Source: an optimization exercise on an open RTL-to-GDS flow (aim: small area and a short achievable clock period). Production flows keep margins and buffers that such runs may drop.
RTL that was checked went through simulation tests only; none was proved equivalent to the original.
Power and IR drop assume default switching activity.

==> module tawas_wrsel, before the edit <==
module tawas_wrsel
(
  input  logic       we,
  input  logic [2:0] rd,
  input  logic       reset,
  input  logic       clearing,
  output logic [7:0] take,
  output logic [7:0] keep
);
  always_comb begin
    for (int r = 0; r < 8; r++) begin
      take[r] = we && !reset && (rd == 3'(r));
      keep[r] = !take[r] && !clearing;
    end
  end
endmodule
==> module tawas, before the edit <==
module tawas
(
  input  logic                      clk,
  input  logic                      reset,
  output logic [24-1:0]    iaddr,
  input  logic [31:0]               idata,
  output logic [31:0]               daddr,
  output logic                      dcs,
  output logic                      dwr,
  output logic [31:0]               dout,
  input  logic [31:0]               din,
  output logic [4-1:0] halted
);
  localparam int PW = 24;
  logic [1:0] slice;
  logic [1:0] dec_slice;
  logic       dec_vld;
  logic [255:0] bank0, bank1, bank2, bank3;
  logic [2:0]   clr;                         
  logic         z0, z1, z2, z3;
  logic [PW-1:0] pc0, pc1, pc2, pc3;
  logic [3:0]  op;
  logic [2:0]  rd, ra, rb;
  logic [15:0] imm;
  assign op  = idata[31:28];
  assign rd  = idata[27:25];
  assign ra  = idata[24:22];
  assign rb  = idata[21:19];
  assign imm = idata[15:0];
  logic [31:0] ra_data, rb_data;
  logic [7:0] ra_oh, rb_oh;
  tawas_rdsel rdsel_a (.sel(ra), .onehot(ra_oh));
  tawas_rdsel rdsel_b (.sel(rb), .onehot(rb_oh));
  tawas_rdmux rdmux_a (.bank(bank0), .onehot(ra_oh), .q(ra_data));
  tawas_rdmux rdmux_b (.bank(bank0), .onehot(rb_oh), .q(rb_data));
  logic [15:0] d_lo, d_hi0, d_hi1;
  logic        d_c16;
  logic [15:0] d_aimm;
  assign d_aimm = imm & {16{(op == 4'd8) || (op == 4'd9)}};
  tawas_agen agen (.a(ra_data), .imm(d_aimm), .lo(d_lo), .c16(d_c16), .hi0(d_hi0), .hi1(d_hi1));
  logic [PW-1:0] d_pc_next;
  always_comb begin
    if (d_taken)
      d_pc_next = pc1 + {{(PW-16){imm[15]}}, imm};
    else if (dec_vld && !d_halt)
      d_pc_next = pc1 + PW'(1);
    else
      d_pc_next = pc1;
  end
  logic d_ldi, d_add, d_sub, d_and, d_or, d_xor, d_shl, d_ld, d_st, d_halt, d_taken;
  assign d_ldi  = dec_vld && (op == 4'd1);
  assign d_add  = dec_vld && (op == 4'd2);
  assign d_sub  = dec_vld && (op == 4'd3);
  assign d_and  = dec_vld && (op == 4'd4);
  assign d_or   = dec_vld && (op == 4'd5);
  assign d_xor  = dec_vld && (op == 4'd6);
  assign d_shl  = dec_vld && (op == 4'd7);
  assign d_ld   = dec_vld && (op == 4'd8);
  assign d_st   = dec_vld && (op == 4'd9);
  assign d_halt = dec_vld && (op == 4'd12);
  assign d_taken = dec_vld && (((op == 4'd10) && z0) || ((op == 4'd11) && !z0));
  logic        e_wr, e_setz, e_arith, e_sub, e_shl, e_ld, e_st;
  logic [3:0]  e_lut;
  logic [2:0]  e_rd;
  logic [31:0] e_b;         
  logic [15:0] e_dlo, e_dhi0, e_dhi1;
  logic        e_dc16;
  always_ff @(posedge clk) begin
    if (reset) begin
      slice     <= 2'd0;
      dec_slice <= 2'd0;
      dec_vld   <= 1'b0;
      halted    <= '0;
      e_wr      <= 1'b0;
      e_setz    <= 1'b0;
      e_ld      <= 1'b0;
      e_st      <= 1'b0;
    end else begin
      slice     <= slice + 2'd1;
      dec_slice <= slice;
      dec_vld   <= !halted[slice];
      if (d_halt) halted[dec_slice] <= 1'b1;
      e_wr      <= d_ldi || d_add || d_sub || d_and || d_or || d_xor || d_shl;
      e_setz    <= d_add || d_sub || d_and || d_or || d_xor || d_shl;
      e_ld      <= d_ld;
      e_st      <= d_st;
    end
  end
  always_ff @(posedge clk) begin
    e_sub   <= (op == 4'd3);
    e_arith <= (op == 4'd2) || (op == 4'd3);
    e_shl   <= (op == 4'd7);
    case (op)
      4'd1:    e_lut <= 4'b1010;    
      4'd4:    e_lut <= 4'b1000;    
      4'd5:    e_lut <= 4'b1110;    
      4'd6:    e_lut <= 4'b0110;    
      default: e_lut <= 4'b0000;
    endcase
    e_rd   <= rd;
    e_b    <= (op == 4'd1) ? {{16{imm[15]}}, imm} : (rb_data ^ {32{op == 4'd3}});
    e_dlo  <= d_lo;
    e_dc16 <= d_c16;
    e_dhi0 <= d_hi0;
    e_dhi1 <= d_hi1;
  end
  assign dcs   = e_ld || e_st;
  assign dwr   = e_st;
  assign daddr = {e_dc16 ? e_dhi1 : e_dhi0, e_dlo};
  assign dout  = e_b;
  logic [31:0] result;
  tawas_alu alu (
    .a({e_dhi0, e_dlo}), .b(e_b), .sub(e_sub), .arith(e_arith), .op_shl(e_shl), .lut(e_lut),
    .result(result)
  );
  logic        w_we, w_ld, w_z;
  logic [2:0]  w_rd;
  logic [31:0] w_res;
  always_ff @(posedge clk) begin
    if (reset) begin
      w_we <= 1'b0;
      w_ld <= 1'b0;
      w_z  <= 1'b0;
    end else begin
      w_we <= e_wr || e_ld;
      w_ld <= e_ld;
      w_z  <= e_setz;
    end
  end
  always_ff @(posedge clk) begin
    w_rd   <= e_rd;
    w_res  <= result;
  end
  logic [31:0] wdata;
  assign wdata = w_ld ? din : w_res;
  logic clearing;
  assign clearing = reset || clr[0];
  logic [7:0] w_take, w_keep;
  tawas_wrsel wrsel (
    .we(w_we), .rd(w_rd), .reset(reset), .clearing(clearing), .take(w_take), .keep(w_keep)
  );
  always_ff @(posedge clk) begin
    bank0 <= bank3;
    bank1 <= bank0;
    bank2 <= bank1;
    for (int r = 0; r < 8; r++) begin
      bank3[r*32 +: 32] <= (wdata & {32{w_take[r]}}) | (bank2[r*32 +: 32] & {32{w_keep[r]}});
    end
  end
  always_ff @(posedge clk) begin
    if (reset) begin
      clr  <= 3'b111;
      z0   <= 1'b0;
      z1   <= 1'b0;
      z2   <= 1'b0;
      z3   <= 1'b0;
    end else begin
      clr  <= {1'b0, clr[2:1]};
      z0 <= z3;
      z1 <= z0;
      z2 <= z1;
      z3 <= w_z ? (w_res == 32'd0) : z2;
    end
  end
  always_ff @(posedge clk) begin
    if (reset) begin
      pc0 <= PW'(0);
      pc1 <= PW'(3 * 64);
      pc2 <= PW'(2 * 64);
      pc3 <= PW'(1 * 64);
    end else begin
      pc0 <= pc3;
      pc1 <= pc0;
      pc2 <= d_pc_next;
      pc3 <= pc2;
    end
  end
  assign iaddr = pc0;
endmodule
==> flow/config.mk <==
export PLATFORM = sky130hd
export DESIGN_NAME = tawas
export DESIGN_NICKNAME = tawas
export VERILOG_FILES = /design/flow/design.v
export SDC_FILE = /design/flow/constraint.sdc
export NUM_CORES = 4
export LEC_CHECK = 0
export CAP_MARGIN = 20
export CORE_MARGIN = 2
export CORE_UTILIZATION = 40
export SLEW_MARGIN = 20
export SYNTH_HIERARCHICAL = 1
export SYNTH_MINIMUM_KEEP_SIZE = 0
==> flow/constraint.sdc <==
create_clock -name core_clock -period 10.0 [get_ports {clk}]
set_input_delay 2.0000 -clock core_clock [delete_from_list [all_inputs] [get_ports {clk}]]
set_output_delay 2.0000 -clock core_clock [all_outputs]
set_load 0.01 [all_outputs]
standard.sh (not shown) runs the stock make flow with config.mk's settings and CLKGATE_MAP_FILE= SYNTH_SCRIPT=/design/flow/synth_recipe.tcl, a recipe that flattens the netlist after the stock synthesis.
==> flow/flow/run.sh <==
#!/bin/bash
set -euo pipefail
export BUFFER_PORTS_ARGS="-buffer_cell sky130_fd_sc_hd__buf_2"
export SETUP_SLACK_MARGIN=6.3
export CTS_ARGS="-sink_clustering_enable -repair_clock_nets -dont_use_dummy_load -sink_clustering_size 16 -sink_clustering_max_diameter 50 -buf_list sky130_fd_sc_hd__clkbuf_8"
bash standard.sh > standard_flow.log 2>&1
==> next run, changes <==
--- a/flow/design.v
+++ b/flow/design.v
@@ -49,28 +49,12 @@
     q = '0;
     for (int k = 0; k < 8; k++) begin
       q = q | (bank[k*32 +: 32] & {32{onehot[k]}});
     end
   end
 endmodule
-module tawas_wrsel
-(
-  input  logic       we,
-  input  logic [2:0] rd,
-  input  logic       reset,
-  input  logic       clearing,
-  output logic [7:0] take,
-  output logic [7:0] keep
-);
-  always_comb begin
-    for (int r = 0; r < 8; r++) begin
-      take[r] = we && !reset && (rd == 3'(r));
-      keep[r] = !take[r] && !clearing;
-    end
-  end
-endmodule
 module tawas_alu
 (
   input  logic [31:0] a,
   input  logic [31:0] b,
   input  logic        sub,
   input  logic        arith,
@@ -297,22 +281,21 @@
     w_res  <= result;
   end
   logic [31:0] wdata;
   assign wdata = w_ld ? din : w_res;
   logic clearing;
   assign clearing = reset || clr[0];
-  logic [7:0] w_take, w_keep;
-  tawas_wrsel wrsel (
-    .we(w_we), .rd(w_rd), .reset(reset), .clearing(clearing), .take(w_take), .keep(w_keep)
-  );
   always_ff @(posedge clk) begin
     bank0 <= bank3;
     bank1 <= bank0;
     bank2 <= bank1;
     for (int r = 0; r < 8; r++) begin
-      bank3[r*32 +: 32] <= (wdata & {32{w_take[r]}}) | (bank2[r*32 +: 32] & {32{w_keep[r]}});
+      if (w_we && !reset && (w_rd == 3'(r)))
+        bank3[r*32 +: 32] <= wdata;
+      else
+        bank3[r*32 +: 32] <= bank2[r*32 +: 32] & {32{!clearing}};
     end
   end
   always_ff @(posedge clk) begin
     if (reset) begin
       clr  <= 3'b111;
       z0   <= 1'b0;
Outcome: Power is about the same; utilization shrinks by 0.33 points; area after synthesis grows slightly; worst hold slack degrades by 64 ps; via count grows by a few percent.
No functional check of the RTL was part of the first run of this note.

[afterwards: timing with drivers on the ports]
The results above use ideal ports. As a check the final layouts listed here were re-extracted and re-timed, cells and wires unchanged.
Step 1: set_driving_cell puts a clkbuf_16 on clk and a buf_2 on each other input, an assumption about the parent block.
Step 2 moves the port delays by t, midway between the first and last clock arrival at a register: inputs arrive t later, outputs are due t later. That takes back most of the time a late clock gives input paths.
Slacks: ideal / step 1 / step 2; pairs: ideal / step 1.
| run | shift t [ns] | setup slack, ns | worst setup path after step 2 | latest minus earliest clock arrival (ns) | cell pins on the clock port's net |
|---|---|---|---|---|---|
| the first run | 0.795 | 6.127 / 6.120 / 5.324 | input to register | 0.129 / 0.129 | 1 |
| the second run | 0.796 | 6.137 / 6.144 / 5.347 | input to register | 0.118 / 0.117 | 1 |
After both steps every run listed still meets setup and hold. For the first run, which loses most, drivers alone change the setup slack by -0.007 ns; drivers and shift together by -0.803 ns.
